What follows belongs to an exercise in optimizing a design on an open flow for small area; a production flow would make more cautious choices. For this run, only the layout was checked, not whether the RTL still works. Power is estimated from default activity; no workload was simulated.

==> flow/config.mk <==
export PLATFORM = sky130hd
export DESIGN_NAME = register_file_mp
export DESIGN_NICKNAME = register_file_mp
export VERILOG_FILES = /design/flow/design.v
export SDC_FILE = /design/flow/constraint.sdc
export NUM_CORES = 8
export LEC_CHECK = 0
export CAP_MARGIN = 20
export CORE_MARGIN = 2
export CORE_UTILIZATION = 20
export PLACE_DENSITY = 0.3
export SLEW_MARGIN = 20
export SYNTH_HIERARCHICAL = 1
==> flow/constraint.sdc <==
create_clock -name core_clock -period 7.0 [get_ports {clk}]
set_input_delay 1.4000 -clock core_clock [delete_from_list [all_inputs] [get_ports {clk}]]
set_output_delay 1.4000 -clock core_clock [all_outputs]
set_load 0.01 [all_outputs]
==> flow/design.v <==
package regfile_pkg;
   localparam int DEF_DATA_WIDTH = 20;
   localparam int DEF_REG_NUMBER = 5;
   localparam int DEF_NUM_READ   = 3;
endpackage
module regfile_read_port
#(
   parameter int DATA_WIDTH = regfile_pkg::DEF_DATA_WIDTH,
   parameter int REG_NUMBER = regfile_pkg::DEF_REG_NUMBER
)
(
   input  logic [REG_NUMBER-1:0]                    i_addr,
   input  logic [2**REG_NUMBER-1:1][DATA_WIDTH-1:0] i_data_n,
   input  logic [2**REG_NUMBER-1:1]                 i_busy_n,
   output logic [DATA_WIDTH-1:0]                    o_data,
   output logic                                     o_busy
);
   localparam int DEPTH = 2**REG_NUMBER;
   logic [DEPTH-1:1] w_sel_n;
   always_comb begin
      for (int r = 1; r < DEPTH; r++) begin
         w_sel_n[r] = (i_addr != REG_NUMBER'(r));
      end
   end
   genvar gb;
   generate
      for (gb = 0; gb <= DATA_WIDTH; gb++) begin : g_bit
         logic [DEPTH-1:1] w_in_n;
         if (gb < DATA_WIDTH) begin : g_d
            for (genvar r = 1; r < DEPTH; r++) begin : g_r
               assign w_in_n[r] = i_data_n[r][gb];
            end
         end else begin : g_b
            assign w_in_n = i_busy_n;
         end
         logic w_out;
         regfile_or31_sel u_sel (.i_sel_n(w_sel_n), .i_val_n(w_in_n), .o(w_out));
         if (gb < DATA_WIDTH) begin : g_od
            assign o_data[gb] = w_out;
         end else begin : g_ob
            assign o_busy = w_out;
         end
      end
   endgenerate
endmodule
module regfile_or31_sel
(
   input  logic [31:1] i_sel_n,
   input  logic [31:1] i_val_n,
   output logic        o
);
   logic [15:0] w_t;
   logic [3:0]  w_g;
   genvar gi;
   generate
      for (gi = 0; gi < 15; gi++) begin : g_pair
         regfile_oai22 u_p (.a(i_sel_n[2*gi+1]), .b(i_val_n[2*gi+1]),
                            .c(i_sel_n[2*gi+2]), .d(i_val_n[2*gi+2]), .y(w_t[gi]));
      end
      for (gi = 0; gi < 4; gi++) begin : g_grp
         regfile_or4 u_g (.a(w_t[4*gi]), .b(w_t[4*gi+1]), .c(w_t[4*gi+2]), .d(w_t[4*gi+3]),
                          .y(w_g[gi]));
      end
   endgenerate
   regfile_nor2 u_last (.a(i_sel_n[31]), .b(i_val_n[31]), .y(w_t[15]));
   regfile_or4 u_out (.a(w_g[0]), .b(w_g[1]), .c(w_g[2]), .d(w_g[3]), .y(o));
endmodule
module regfile_oai22 (input logic a, b, c, d, output logic y);
   assign y = !((a || b) && (c || d));
endmodule
module regfile_or4 (input logic a, b, c, d, output logic y);
   assign y = a || b || c || d;
endmodule
module register_file_mp
#(
   parameter int DATA_WIDTH = regfile_pkg::DEF_DATA_WIDTH,
   parameter int REG_NUMBER = regfile_pkg::DEF_REG_NUMBER,
   parameter int NUM_READ   = regfile_pkg::DEF_NUM_READ
)
(
   input  logic                           clk,
   input  logic                           rst,
   input  logic [NUM_READ*REG_NUMBER-1:0] rs_addr,
   output logic [NUM_READ*DATA_WIDTH-1:0] rs_data,
   output logic [NUM_READ-1:0]            rs_busy,
   input  logic [1:0]                     wr_en,
   input  logic [2*REG_NUMBER-1:0]        wr_addr,
   input  logic [2*DATA_WIDTH-1:0]        wr_data,
   input  logic                           rsv_en,
   input  logic [REG_NUMBER-1:0]          rsv_addr,
   input  logic                           clr_req,
   output logic                           clr_busy
);
   localparam int DEPTH = 2**REG_NUMBER;
   logic [DEPTH-1:1][DATA_WIDTH-1:0] r_regs;
   logic [DEPTH-1:1]                 r_busy;
   logic                             r_sweep;
   logic [REG_NUMBER-1:0]            r_index;
   logic [REG_NUMBER-1:0] w_wa0, w_wa1;
   logic [DATA_WIDTH-1:0] w_wd0, w_wd1;
   logic [DEPTH-1:1][DATA_WIDTH-1:0] w_next_n;
   logic [DEPTH-1:1][DATA_WIDTH-1:0] w_d;
   logic [DEPTH-1:1]                 w_busy_rd, w_busy_rd_n;
   logic [DEPTH-1:1]                 w_we0, w_we1, w_hold, w_rsv, w_clr;
   assign w_wa0 = wr_addr[REG_NUMBER-1:0];
   assign w_wa1 = wr_addr[2*REG_NUMBER-1:REG_NUMBER];
   assign w_wd0 = wr_data[DATA_WIDTH-1:0];
   assign w_wd1 = wr_data[2*DATA_WIDTH-1:DATA_WIDTH];
   always_comb begin
      for (int r = 1; r < DEPTH; r++) begin
         w_we1[r]  = !r_sweep && wr_en[1] && (w_wa1 == REG_NUMBER'(r));
         w_we0[r]  = !r_sweep && wr_en[0] && (w_wa0 == REG_NUMBER'(r)) && !w_we1[r];
         w_hold[r] = !(w_we1[r] || w_we0[r]);
         w_rsv[r]  = !r_sweep && rsv_en && (rsv_addr == REG_NUMBER'(r));
         w_clr[r]  = rst || (r_sweep && (r_index == REG_NUMBER'(r)));
         w_busy_rd[r]   = w_hold[r] ? r_busy[r] : w_rsv[r];
         w_busy_rd_n[r] = !w_busy_rd[r];
      end
   end
   genvar gr, gb;
   generate
      for (gr = 1; gr < DEPTH; gr++) begin : g_reg
         for (gb = 0; gb < DATA_WIDTH; gb++) begin : g_bit
            regfile_aoi222 u_next (
               .a1(w_we1[gr]),  .a2(w_wd1[gb]),
               .b1(w_we0[gr]),  .b2(w_wd0[gb]),
               .c1(w_hold[gr]), .c2(r_regs[gr][gb]),
               .y (w_next_n[gr][gb])
            );
            regfile_nor2 u_clr (.a(w_next_n[gr][gb]), .b(w_clr[gr]), .y(w_d[gr][gb]));
         end
      end
   endgenerate
   always_ff @(posedge clk) begin
      for (int r = 1; r < DEPTH; r++) begin
         r_regs[r] <= w_d[r];
         r_busy[r] <= (w_rsv[r] || w_busy_rd[r]) && !w_clr[r];
      end
   end
   always_ff @(posedge clk) begin
      if (rst) begin
         r_sweep <= 1'b0;
      end else if (r_sweep) begin
         r_index <= r_index + 1'b1;
         if (r_index == '1) begin
            r_sweep <= 1'b0;
         end
      end else if (clr_req) begin
         r_sweep <= 1'b1;
         r_index <= REG_NUMBER'(1);
      end
   end
   assign clr_busy = r_sweep;
   generate
      for (gb = 0; gb < NUM_READ; gb++) begin : g_rd
         regfile_read_port #(
            .DATA_WIDTH (DATA_WIDTH),
            .REG_NUMBER (REG_NUMBER)
         ) u_read_port (
            .i_addr   (rs_addr[gb*REG_NUMBER +: REG_NUMBER]),
            .i_data_n (w_next_n),
            .i_busy_n (w_busy_rd_n),
            .o_data   (rs_data[gb*DATA_WIDTH +: DATA_WIDTH]),
            .o_busy   (rs_busy[gb])
         );
      end
   endgenerate
endmodule
module regfile_aoi222 (input logic a1, a2, b1, b2, c1, c2, output logic y);
   assign y = !((a1 && a2) || (b1 && b2) || (c1 && c2));
endmodule
module regfile_nor2 (input logic a, b, output logic y);
   assign y = !(a || b);
endmodule
==> flow/run.sh <==
#!/bin/bash
# synth_recipe.tcl (not shown) runs the flow's synth.tcl, then flattens the netlist and writes it again
# the make line also repeats each setting of config.mk as NAME=value (left out here)
make -C /OpenROAD-flow-scripts/flow DESIGN_CONFIG=/design/flow/config.mk WORK_HOME=/design/flow/orfs CLKGATE_MAP_FILE= SYNTH_SCRIPT=/design/flow/synth_recipe.tcl finish
==> notes.md <==
-- kinds of logic after synthesis --
kind of cell             Yosys count  share of synthesized area [%]
adder cells (fa/ha/maj)            6                          0.221
flip-flops                       657                           38.9
buffers and inverters            118                           2.02
multiplexers                       2                         0.0590
AO/OA/AOI/OAI                   1701                           38.5
XOR/XNOR                           2                         0.0516
AND/OR/NAND/NOR                 1364                           20.2
-- final cells by class --
type | count | share of cell area [%]
Inverter | 12 | 0.0864
Clock inverter | 24 | 0.305
Multi-Input combinational cell | 3076 | 40.2
Tap cell | 2218 | 5.32
Clock buffer | 137 | 5.25
Timing Repair Buffer | 1399 | 23.3
Sequential cell | 657 | 25.3
Antenna cell | 45 | 0.216
-- modules after synthesis, one instance, submodules excluded, a selection --
module	flops+latches	cells inside	times used	cell area (sq um)
register_file_mp	657	1089	1	15800
regfile_oai22	0	1	945	6.26
regfile_aoi222	0	1	620	10.0
regfile_nor2	0	1	683	3.75
regfile_or4	0	1	315	7.51
-- what timing repair did --
| item | in CTS | in global routing |
|---|---|---|
| endpoints found under the setup margin | 63 | 49 |
| setup buffers | 55 | 65 |
| gates cloned | 0 | 1 |
| pin swaps | 77 | 88 |
| resized for setup | 69 | 70 |
-- layer usage --
layer | wire, um | track usage, % | share of wire [%] | vias up
li1 | - | - | - | 19900
met1 | 128000 | 44.9 | 40 | 24700
met2 | 133000 | 51.1 | 42 | 3375
met3 | 36400 | 11.6 | 11 | 677
met4 | 20800 | 20.3 | 6.5 | 20
met5 | 133 | 0 | 0.042 | -
-- registers in the layout, indices dropped and copies added (netlist names) --
| signal | count |
|---|---|
| r_busy | 31 |
| r_index | 5 |
| r_sweep | 1 |
| r_regs | 620 |
-- worst min path at each step --
stage          depth (start not counted)                  to                from  slack, ps
2_1_floorplan                          2  r_busy[31]$_DFF_P_  r_busy[31]$_DFF_P_        440
3_3_place_gp                           2  r_busy[24]$_DFF_P_  r_busy[24]$_DFF_P_        450
3_5_place_dp                           2  r_busy[24]$_DFF_P_  r_busy[24]$_DFF_P_        460
4_1_cts                                2  r_busy[24]$_DFF_P_  r_busy[24]$_DFF_P_        470
5_1_grt                                2   r_busy[4]$_DFF_P_   r_busy[4]$_DFF_P_        500
6_report                               2  r_busy[24]$_DFF_P_  r_busy[24]$_DFF_P_        470
-- placed cells by master, fill, tap and decap left out, types with 7 or more instances in the layout --
cell type and instances:
a21oi_1 30, a222oi_1 620, a22oi_1 14, a22oi_2 16, and2_1 8, and3b_1 11
buf_12 113, buf_2 40, buf_4 1145, clkbuf_1 23, clkbuf_16 96, clkbuf_8 18
clkdlybuf4s50_1 43, clkinv_2 18, dfxtp_1 652, diode_2 45, dlygate4sd2_1 19, dlymetal6s2s_1 35
inv_1 11, nand2_1 132, nand2b_1 12, nand3_1 7, nor2_1 723, nor2_2 16
nor2b_1 14, nor3_1 16, nor3_2 17, nor3_4 16, nor3b_2 10, nor4bb_1 10
o21a_1 8, o21bai_2 21, o21bai_4 8, o221ai_1 10, o22ai_1 946, or2_2 8
or4_1 268, or4_4 48
-- synth_stat cells, types with 14 or more instances --
cell	number	area share [%]
nand2_1	135	1.5
nor2_1	745	8.2
nor2b_1	14	0.26
o21bai_1	29	0.64
o22ai_1	950	18
dfxtp_1	652	38
buf_4	60	1.3
a22oi_1	30	0.66
nor3_1	48	0.71
a222oi_1	620	18
or4_1	315	7.0
clkbuf_1	33	0.36
a21oi_1	36	0.53
-- stage by stage --
step	instance area (sq um)	cells
final	52100	7568
after global routing	52100	7547
after CTS	51300	7456
after detailed placement	47800	7240
after global placement	47800	7239
after floorplan	33900	3850
-- report_power, final --
| group | internal [mW] | switching (mW) |
|---|---|---|
| registers | 3.79 | 0.0150 |
| logic | 0.371 | 0.925 |
| clock network | 2.71 | 2.03 |
-- worst max-delay path, stage by stage --
cell	delay (ps)
clkdlybuf4s50_1	460
buf_4	190
nand2b_1	170
or2_2	360
buf_4	160
nor2_4	270
nor3_4	190
buf_4	180
a222oi_1	510
o22ai_1	160
or4_4	580
or4_1	460
clkdlybuf4s50_1	510
==> notes.md <==
fmax 142 MHz; pwr/cell area 189 nW/um^2; register area share after synthesis 38.9%; pin count of the biggest net entering global routing 34; Cells after Synth 3850; share of cells above drive strength 1 30.9%; Fin Hold WS 466 ps; Final Wtd Congestion 0.986; Setup TNS Final -23.0 ps; Max clock buf depth 3; Yosys Warn Count 8; setup ws final -23.0 ps; WP data required 5600 ps; hold buffers post-CTS 0; crit share post-route 100%; post-synthesis cell area 33900 sq um; Root Driver clkbuf_16; # clock sinks 657; Fillers 18000; startpoint types primary input; peak supply drop 0.175 mV; DR vias 48600; r2r setup slk 3560 ps; min cycle time layout 7020 ps; Critical Path End rs_data[47]; post-route ant nets 0; critical path endpoint category output pin; CP arrival 5620 ps; # IOs 140; Pleak 20.2 nW; DR vias/cell 6.43; total power 9.85 mW; GRT overflow 0; Worst setup startpoint wr_addr[6]; CORE AREA 169000 sq um; RSZ-0062 raised after global routing true; Total GRT Usage 35.1%; max cap viols 0; Pins Over Slew Limit 0; # rows 151; Die X 416 um; Seq. cell area 13200 sq um; Worst Skew 28.6 ps; HP Class register to register; initial antenna violation count 66; critical path class primary input to output pin; slew at the pin closest to its max-slew limit 1300 ps; Top FF cell, synth dfxtp_1; drt drc 0; Die H 416 um; worst-case reg-to-reg path depth 11; ys async rst share 0%; Initial Utilization 20.1%; number of buffers inserted by port buffering 139; multi-input combinational cell area 21000 sq um; layout overhead on the synthesized area 53.6%; CTS tree done; Distinct cells, synth 57; Final Hold Viols 0; HPWL after detailed placement 226000 um; DR WL/cell 42.1 um; outcome failed layout checks; final core occ 30.9%; wire length of the first global-routing pass 418000 um; vias in the first global route 44400; Net count, final 5320; Setup Viol. Count Final 1; reg2reg end r_regs[87]$_DFF_P_; pre-CTS setup slack -436 ps; Synth Area per Inst 8.82 sq um; violated checks negative setup slack; number of synthesized flops with an enable pin 5; die area 173000 sq um; Seq cells post-synth 657; worst-path fanout max 9; drt initial violations 9261; syn nets 3932; CTS H-tree lvls 3; reg2reg start r_sweep$_SDFF_PP0_; CTS Buf Count 92; Clk pin slew, worst setup/hold paths 60 ps; clk latency of the worst-skew pair 710 ps; final WL 319000 um; Pre-Repair DR Iteration Count 10; worst relative slew slack 13.2%

## afterwards: timing with drivers on the ports
Ports are ideal in the flow. The routed layout listed here was re-timed in OpenROAD.
Step 1 sets driving cells, clkbuf_16 on the clock port and buf_2 on the other inputs (assumed; they add their load-dependent delay and slew).
Step 2 adds t to the input delays and takes it off the output delays; t is the mean of the earliest and latest rising clock arrival at the registers after step 1. Input paths then give back, and output paths get back, about the clock's delay inside the block.
a / b / c = ideal / step 1 / step 2; a / b = the first two.
t, ns: 0.790
slack for setup (ns): -0.023 / -0.084 / -0.084
hold WS [ns]: 0.466 / 0.466 / 0.466
For this run, drivers alone change the setup slack by -0.061 ns; drivers and shift together by -0.061 ns.
